Background: an optimization exercise with open tools, aiming at small area. Do not read the settings as production practice. Where RTL was checked, it was by simulation tests only, not by an equivalence proof against the original. No driver is modelled on the clock port, so clocking that relies on it looks cheaper here than on a real chip. Power is estimated from default activity; no workload was simulated.

==> job 7234 <==
// icape2_responder
module icape2_responder #(
    parameter logic [31:0] IDCODE   = 32'h0362D093,
    parameter int unsigned READ_LAT = 3
) (
    input  logic        i_clk,
    input  logic        i_reset,
    input  logic        i_csib,
    input  logic        i_rdwrb,
    input  logic [31:0] i_data,
    output logic [31:0] o_data,
    output logic        o_synced,
    output logic        o_iprog,
    output logic [31:0] o_wbstar,
    output logic        o_err
);
export LEC_CHECK = 0
export CAP_MARGIN = 20
export CORE_MARGIN = 2
export CORE_UTILIZATION = 40
export SLEW_MARGIN = 20
export SYNTH_HIERARCHICAL = 1
export SYNTH_MINIMUM_KEEP_SIZE = 0
create_clock -name core_clock -period 10.0 [get_ports {i_clk}]
standard.sh (not shown) runs the stock make flow with config.mk's settings and CLKGATE_MAP_FILE= SYNTH_SCRIPT=/design/flow/synth_recipe.tcl, a recipe that flattens the netlist after the stock synthesis.
==> flow/flow/run.sh <==
#!/bin/bash
# Layout flow: the standard ORFS flow (standard.sh, which also runs the
# standard synthesis script) with
#  - ABC's final mapping run with more area recovery and without its
#    buffering and upsizing passes (abc.script replaces abc_speed.script in
#    a copy of the ORFS scripts folder); the registers are mapped before
#    ABC runs, so they are the standard synthesis's;
#  - a lighter clock tree: no dummy loads, small clusters of clkbuf_4, and
#    clock buffers upsized afterwards only where a flip-flop clock pin's
#    slew is above target (post_cts.tcl);
#  - buf_2 port buffers.
set -euo pipefail
here=$(pwd)
rm -rf "$here/orfs_scripts"
cp -r "$FLOW_HOME/scripts" "$here/orfs_scripts"
cp "$here/flow/abc.script" "$here/orfs_scripts/abc_speed.script"
cts_args="-sink_clustering_enable -repair_clock_nets -dont_use_dummy_load"
cts_args+=" -buf_list sky130_fd_sc_hd__clkbuf_4"
cts_args+=" -sink_clustering_size 10 -sink_clustering_max_diameter 50"
bash standard.sh \
  "SCRIPTS_DIR=$here/orfs_scripts" \
  "CTS_ARGS=$cts_args" \
  "POST_CTS_TCL=$here/flow/post_cts.tcl" \
  "BUFFER_PORTS_ARGS=-buffer_cell sky130_fd_sc_hd__buf_2" \
  finish > "$here/orfs_flow.log" 2>&1
==> flow/flow/post_cts.tcl <==
# Upsize clock buffers whose flip-flop clock pins see a slew above the
# target, then legalise the placement again.
set clk_slew_target 0.105
set clk_sizes {sky130_fd_sc_hd__clkbuf_1 sky130_fd_sc_hd__clkbuf_2 sky130_fd_sc_hd__clkbuf_4 sky130_fd_sc_hd__clkbuf_8 sky130_fd_sc_hd__clkbuf_16}
estimate_parasitics -placement
for {set iter 0} {$iter < 6} {incr iter} {
  set bad [dict create]
  set worst 0
  foreach p [get_pins -hierarchical */CLK] {
    set s [expr max([get_property $p slew_max_rise], [get_property $p slew_max_fall])]
    if {$s > $worst} { set worst $s }
    if {$s > $clk_slew_target} {
      set net [get_nets -of_objects $p]
      foreach d [get_pins -of_objects $net -filter "direction==output"] {
        dict set bad [get_full_name [get_cells -of_objects $d]] 1
      }
    }
  }
  puts "post_cts: pass $iter worst clock pin slew $worst, [dict size $bad] drivers to upsize"
  if {[dict size $bad] == 0} { break }
  set changed 0
  foreach name [dict keys $bad] {
    set inst [get_cells $name]
    set ref [get_property $inst ref_name]
    set i [lsearch $clk_sizes $ref]
    if {$i >= 0 && $i < [llength $clk_sizes] - 1} {
      replace_cell $inst [lindex $clk_sizes [expr $i + 1]]
      incr changed
    }
  }
  if {$changed == 0} { break }
  estimate_parasitics -placement
}
detailed_placement
check_placement -verbose
Other scripts of this flow, unchanged in this note and not shown: flow/flow/abc.script
==> job 3707: changes against job 7234 <==
--- a/flow/design.v
+++ b/flow/design.v
@@ -196,22 +196,28 @@
         end
     end
     function automatic logic f_pol(input int j);
         f_pol = ((j / 2) % 2) == 1;
     endfunction
+    logic [N_SLOT-1:0] w_pe;
     logic [31:0]       w_wd_n;
     logic [31:0]       w_ring_d [0:N_SLOT-1];
     assign w_wd_n = ~w_wd;
+    always_comb begin
+        for (int j = 0; j < N_SLOT; j++) begin
+            w_pe[j] = (j % 2 == 0) && (w_clr || (w_commit && w_at[(j + N_SLOT - 1) % N_SLOT]));
+        end
+    end
     for (genvar j = 0; j < N_SLOT; j++) begin : g_slot
         if (j == 0) begin : g_port
             icape2_port u_port (
-                .i_clr(w_clr), .i_commit(w_commit), .i_at(w_at[N_SLOT - 1]),
-                .i_wd(w_wd), .i_prev(r_ring[N_SLOT - 1]), .o_d(w_ring_d[j])
+                .i_sel(w_pe[j]), .i_sel_n(!w_pe[j]), .i_wd(w_wd),
+                .i_prev(r_ring[N_SLOT - 1]), .o_d(w_ring_d[j])
             );
         end else if (j % 2 == 0) begin : g_port
             icape2_port_inv u_port (
-                .i_clr(w_clr), .i_commit(w_commit), .i_at(w_at[j - 1]),
+                .i_sel(w_pe[j]), .i_sel_n(!w_pe[j]),
                 .i_wd(f_pol(j) ? w_wd : w_wd_n),
                 .i_prev(r_ring[j - 1]), .o_d(w_ring_d[j])
             );
         end else begin : g_shift
             assign w_ring_d[j] = r_ring[j - 1];
@@ -262,90 +268,26 @@
         r_odata <= w_rd_raw;
     end
     assign o_data = r_odata | {32{r_ones}};
 endmodule
 module icape2_port (
-    input  logic        i_clr,
-    input  logic        i_commit,
-    input  logic        i_at,
+    input  logic        i_sel,
+    input  logic        i_sel_n,
     input  logic [31:0] i_wd,
     input  logic [31:0] i_prev,
     output logic [31:0] o_d
 );
-    icape2_port16 u_lo (.i_clr(i_clr), .i_commit(i_commit), .i_at(i_at),
-                        .i_wd(i_wd[15:0]), .i_prev(i_prev[15:0]), .o_d(o_d[15:0]));
-    icape2_port16 u_hi (.i_clr(i_clr), .i_commit(i_commit), .i_at(i_at),
-                        .i_wd(i_wd[31:16]), .i_prev(i_prev[31:16]), .o_d(o_d[31:16]));
-endmodule
-module icape2_port16 (
-    input  logic        i_clr,
-    input  logic        i_commit,
-    input  logic        i_at,
-    input  logic [15:0] i_wd,
-    input  logic [15:0] i_prev,
-    output logic [15:0] o_d
-);
-    logic w_sel, w_sel_n;
-    icape2_port_sel u_sel (.i_clr(i_clr), .i_commit(i_commit), .i_at(i_at),
-                           .o_sel(w_sel), .o_sel_n(w_sel_n));
-    icape2_port_mux16 u_mux (.i_sel(w_sel), .i_sel_n(w_sel_n), .i_wd(i_wd),
-                           .i_prev(i_prev), .o_d(o_d));
+    assign o_d = ({32{i_sel}} | i_prev) & ({32{i_sel_n}} | i_wd);
 endmodule
-module icape2_port_mux16 (
+module icape2_port_inv (
     input  logic        i_sel,
     input  logic        i_sel_n,
-    input  logic [15:0] i_wd,
-    input  logic [15:0] i_prev,
-    output logic [15:0] o_d
-);
-    assign o_d = ({16{i_sel}} | i_prev) & ({16{i_sel_n}} | i_wd);
-endmodule
-module icape2_port_sel (
-    input  logic i_clr,
-    input  logic i_commit,
-    input  logic i_at,
-    output logic o_sel,
-    output logic o_sel_n
-);
-    assign o_sel   = i_clr || (i_commit && i_at);
-    assign o_sel_n = !o_sel;
-endmodule
-module icape2_port_inv (
-    input  logic        i_clr,
-    input  logic        i_commit,
-    input  logic        i_at,
     input  logic [31:0] i_wd,
     input  logic [31:0] i_prev,
     output logic [31:0] o_d
 );
-    icape2_port_inv16 u_lo (.i_clr(i_clr), .i_commit(i_commit), .i_at(i_at),
-                            .i_wd(i_wd[15:0]), .i_prev(i_prev[15:0]), .o_d(o_d[15:0]));
-    icape2_port_inv16 u_hi (.i_clr(i_clr), .i_commit(i_commit), .i_at(i_at),
-                            .i_wd(i_wd[31:16]), .i_prev(i_prev[31:16]), .o_d(o_d[31:16]));
-endmodule
-module icape2_port_inv16 (
-    input  logic        i_clr,
-    input  logic        i_commit,
-    input  logic        i_at,
-    input  logic [15:0] i_wd,
-    input  logic [15:0] i_prev,
-    output logic [15:0] o_d
-);
-    logic w_sel, w_sel_n;
-    icape2_port_sel u_sel (.i_clr(i_clr), .i_commit(i_commit), .i_at(i_at),
-                           .o_sel(w_sel), .o_sel_n(w_sel_n));
-    icape2_port_inv_mux16 u_mux (.i_sel(w_sel), .i_sel_n(w_sel_n), .i_wd(i_wd),
-                           .i_prev(i_prev), .o_d(o_d));
-endmodule
-module icape2_port_inv_mux16 (
-    input  logic        i_sel,
-    input  logic        i_sel_n,
-    input  logic [15:0] i_wd,
-    input  logic [15:0] i_prev,
-    output logic [15:0] o_d
-);
-    assign o_d = ~(({16{i_sel}} | i_prev) & ({16{i_sel_n}} | i_wd));
+    assign o_d = ~(({32{i_sel}} | i_prev) & ({32{i_sel_n}} | i_wd));
 endmodule
 module icape2_tap (
     input  logic [7:0]  i_sel,
     input  logic        i_hold,
     input  logic [31:0] i_q,
--- a/flow/flow/run.sh
+++ b/flow/flow/run.sh
@@ -19,7 +19,7 @@
 cts_args+=" -sink_clustering_size 10 -sink_clustering_max_diameter 50"
 bash standard.sh \
   "SCRIPTS_DIR=$here/orfs_scripts" \
   "CTS_ARGS=$cts_args" \
   "POST_CTS_TCL=$here/flow/post_cts.tcl" \
-  "BUFFER_PORTS_ARGS=-buffer_cell sky130_fd_sc_hd__buf_2" \
+  "BUFFER_PORTS_ARGS=-buffer_cell sky130_fd_sc_hd__buf_1" \
   finish > "$here/orfs_flow.log" 2>&1
--- a/flow/flow/post_cts.tcl
+++ b/flow/flow/post_cts.tcl
@@ -1,8 +1,8 @@
 # Upsize clock buffers whose flip-flop clock pins see a slew above the
 # target, then legalise the placement again.
-set clk_slew_target 0.105
+set clk_slew_target 0.103
 set clk_sizes {sky130_fd_sc_hd__clkbuf_1 sky130_fd_sc_hd__clkbuf_2 sky130_fd_sc_hd__clkbuf_4 sky130_fd_sc_hd__clkbuf_8 sky130_fd_sc_hd__clkbuf_16}
 estimate_parasitics -placement
 for {set iter 0} {$iter < 6} {incr iter} {
   set bad [dict create]
   set worst 0
Settings changed: CORE_UTILIZATION 40 to 65, GPL_TIMING_DRIVEN from default to 0, PLACE_DENSITY from default to 0.75.
==> job 5176: changes against job 7234 <==
--- a/flow/design.v
+++ b/flow/design.v
@@ -196,22 +196,28 @@
         end
     end
     function automatic logic f_pol(input int j);
         f_pol = ((j / 2) % 2) == 1;
     endfunction
+    logic [N_SLOT-1:0] w_pe;
     logic [31:0]       w_wd_n;
     logic [31:0]       w_ring_d [0:N_SLOT-1];
     assign w_wd_n = ~w_wd;
+    always_comb begin
+        for (int j = 0; j < N_SLOT; j++) begin
+            w_pe[j] = (j % 2 == 0) && (w_clr || (w_commit && w_at[(j + N_SLOT - 1) % N_SLOT]));
+        end
+    end
     for (genvar j = 0; j < N_SLOT; j++) begin : g_slot
         if (j == 0) begin : g_port
             icape2_port u_port (
-                .i_clr(w_clr), .i_commit(w_commit), .i_at(w_at[N_SLOT - 1]),
-                .i_wd(w_wd), .i_prev(r_ring[N_SLOT - 1]), .o_d(w_ring_d[j])
+                .i_sel(w_pe[j]), .i_sel_n(!w_pe[j]), .i_wd(w_wd),
+                .i_prev(r_ring[N_SLOT - 1]), .o_d(w_ring_d[j])
             );
         end else if (j % 2 == 0) begin : g_port
             icape2_port_inv u_port (
-                .i_clr(w_clr), .i_commit(w_commit), .i_at(w_at[j - 1]),
+                .i_sel(w_pe[j]), .i_sel_n(!w_pe[j]),
                 .i_wd(f_pol(j) ? w_wd : w_wd_n),
                 .i_prev(r_ring[j - 1]), .o_d(w_ring_d[j])
             );
         end else begin : g_shift
             assign w_ring_d[j] = r_ring[j - 1];
@@ -262,90 +268,26 @@
         r_odata <= w_rd_raw;
     end
     assign o_data = r_odata | {32{r_ones}};
 endmodule
 module icape2_port (
-    input  logic        i_clr,
-    input  logic        i_commit,
-    input  logic        i_at,
+    input  logic        i_sel,
+    input  logic        i_sel_n,
     input  logic [31:0] i_wd,
     input  logic [31:0] i_prev,
     output logic [31:0] o_d
 );
-    icape2_port16 u_lo (.i_clr(i_clr), .i_commit(i_commit), .i_at(i_at),
-                        .i_wd(i_wd[15:0]), .i_prev(i_prev[15:0]), .o_d(o_d[15:0]));
-    icape2_port16 u_hi (.i_clr(i_clr), .i_commit(i_commit), .i_at(i_at),
-                        .i_wd(i_wd[31:16]), .i_prev(i_prev[31:16]), .o_d(o_d[31:16]));
-endmodule
-module icape2_port16 (
-    input  logic        i_clr,
-    input  logic        i_commit,
-    input  logic        i_at,
-    input  logic [15:0] i_wd,
-    input  logic [15:0] i_prev,
-    output logic [15:0] o_d
-);
-    logic w_sel, w_sel_n;
-    icape2_port_sel u_sel (.i_clr(i_clr), .i_commit(i_commit), .i_at(i_at),
-                           .o_sel(w_sel), .o_sel_n(w_sel_n));
-    icape2_port_mux16 u_mux (.i_sel(w_sel), .i_sel_n(w_sel_n), .i_wd(i_wd),
-                           .i_prev(i_prev), .o_d(o_d));
+    assign o_d = ({32{i_sel}} | i_prev) & ({32{i_sel_n}} | i_wd);
 endmodule
-module icape2_port_mux16 (
+module icape2_port_inv (
     input  logic        i_sel,
     input  logic        i_sel_n,
-    input  logic [15:0] i_wd,
-    input  logic [15:0] i_prev,
-    output logic [15:0] o_d
-);
-    assign o_d = ({16{i_sel}} | i_prev) & ({16{i_sel_n}} | i_wd);
-endmodule
-module icape2_port_sel (
-    input  logic i_clr,
-    input  logic i_commit,
-    input  logic i_at,
-    output logic o_sel,
-    output logic o_sel_n
-);
-    assign o_sel   = i_clr || (i_commit && i_at);
-    assign o_sel_n = !o_sel;
-endmodule
-module icape2_port_inv (
-    input  logic        i_clr,
-    input  logic        i_commit,
-    input  logic        i_at,
     input  logic [31:0] i_wd,
     input  logic [31:0] i_prev,
     output logic [31:0] o_d
 );
-    icape2_port_inv16 u_lo (.i_clr(i_clr), .i_commit(i_commit), .i_at(i_at),
-                            .i_wd(i_wd[15:0]), .i_prev(i_prev[15:0]), .o_d(o_d[15:0]));
-    icape2_port_inv16 u_hi (.i_clr(i_clr), .i_commit(i_commit), .i_at(i_at),
-                            .i_wd(i_wd[31:16]), .i_prev(i_prev[31:16]), .o_d(o_d[31:16]));
-endmodule
-module icape2_port_inv16 (
-    input  logic        i_clr,
-    input  logic        i_commit,
-    input  logic        i_at,
-    input  logic [15:0] i_wd,
-    input  logic [15:0] i_prev,
-    output logic [15:0] o_d
-);
-    logic w_sel, w_sel_n;
-    icape2_port_sel u_sel (.i_clr(i_clr), .i_commit(i_commit), .i_at(i_at),
-                           .o_sel(w_sel), .o_sel_n(w_sel_n));
-    icape2_port_inv_mux16 u_mux (.i_sel(w_sel), .i_sel_n(w_sel_n), .i_wd(i_wd),
-                           .i_prev(i_prev), .o_d(o_d));
-endmodule
-module icape2_port_inv_mux16 (
-    input  logic        i_sel,
-    input  logic        i_sel_n,
-    input  logic [15:0] i_wd,
-    input  logic [15:0] i_prev,
-    output logic [15:0] o_d
-);
-    assign o_d = ~(({16{i_sel}} | i_prev) & ({16{i_sel_n}} | i_wd));
+    assign o_d = ~(({32{i_sel}} | i_prev) & ({32{i_sel_n}} | i_wd));
 endmodule
 module icape2_tap (
     input  logic [7:0]  i_sel,
     input  logic        i_hold,
     input  logic [31:0] i_q,
--- a/flow/flow/post_cts.tcl
+++ b/flow/flow/post_cts.tcl
@@ -1,8 +1,8 @@
 # Upsize clock buffers whose flip-flop clock pins see a slew above the
 # target, then legalise the placement again.
-set clk_slew_target 0.105
+set clk_slew_target 0.100
 set clk_sizes {sky130_fd_sc_hd__clkbuf_1 sky130_fd_sc_hd__clkbuf_2 sky130_fd_sc_hd__clkbuf_4 sky130_fd_sc_hd__clkbuf_8 sky130_fd_sc_hd__clkbuf_16}
 estimate_parasitics -placement
 for {set iter 0} {$iter < 6} {incr iter} {
   set bad [dict create]
   set worst 0
Settings changed: CAP_MARGIN 20 to 5, CORE_UTILIZATION 40 to 65, PLACE_DENSITY from default to 0.75, SLEW_MARGIN 20 to 5.
==> comparison table <==
quantity                                        job 5176    job 3707    job 7234
Power per cell area                           220 mW/mm2  210 mW/mm2  217 mW/mm2
Grt met3 use                                       11.9%       11.1%       4.64%
Core footprint                                0.0443 mm2  0.0443 mm2  0.0731 mm2
Post-synthesis adder-cell area fraction            1.56%       1.56%       1.55%
Switching power                                  1.67 mW     1.68 mW     1.72 mW
Finished layout cell area                     0.0323 mm2  0.0334 mm2  0.0327 mm2
Leakage                                          12.9 nW     13.1 nW     13.0 nW
Number of cells on the worst reg-to-reg path          30          30          17
Multi-input logic portion of the cell area         23.1%       22.4%       23.0%
Switch share                                       23.5%       23.9%       24.3%
Seq/Total Area, Yosys                              74.3%       74.3%       73.6%
Met2 track demand over resource                    58.5%       57.1%       38.2%
Antenna cell count                                     2           2           5
Critical path fanouts, max                             7           7          30
Final core occ                                     72.9%       75.4%       44.7%
Signal inverters                                      86          86         104
Number of global-route vias before repair          21100       21300       20600
Power attributed to the clock group              2.03 mW     1.90 mW     1.94 mW
Num rows                                              77          77          99
Result of the run               timing/DRC/antenna clean  timing/DRC/antenna clean  timing/DRC/antenna clean
Internal                                         5.43 mW     5.34 mW     5.37 mW
No functional check of the RTL was part of job 7234.

## re-timing with driven ports
The flow's constraints put no driver on any port. The routed layouts listed below were extracted and timed again, unchanged, in two steps. Step 1 sets driving cells, clkbuf_16 on the clock port and buf_2 on the other inputs (assumed; they add their load-dependent delay and slew). Step 2, shift: input delay + t, output delay - t, t = (earliest + latest rising clock arrival at the registers) / 2. This alone moves slack from input paths to output paths. Slacks: ideal ports / drivers / drivers and shift; pairs: ideal ports / drivers.
| run | shift t [ns] | setup WS [ns] | worst setup path after step 2 | worst register clock-pin slew, ns | worst slew at a driven data input, ns |
|---|---|---|---|---|---|
| job 7234 | 0.964 | 3.139 / 3.139 / 2.505 | input to register | 0.11 / 0.11 | 0.04 |
| job 3707 | 0.926 | 2.919 / 2.951 / 2.025 | input to register | 0.11 / 0.11 | 0.10 |
| job 5176 | 0.961 | 3.391 / 3.426 / 2.465 | input to register | 0.11 / 0.11 | 0.09 |
After both steps every run listed still meets setup and hold. For job 5176, which loses most, drivers alone change the setup slack by +0.035 ns; drivers and shift together by -0.926 ns.
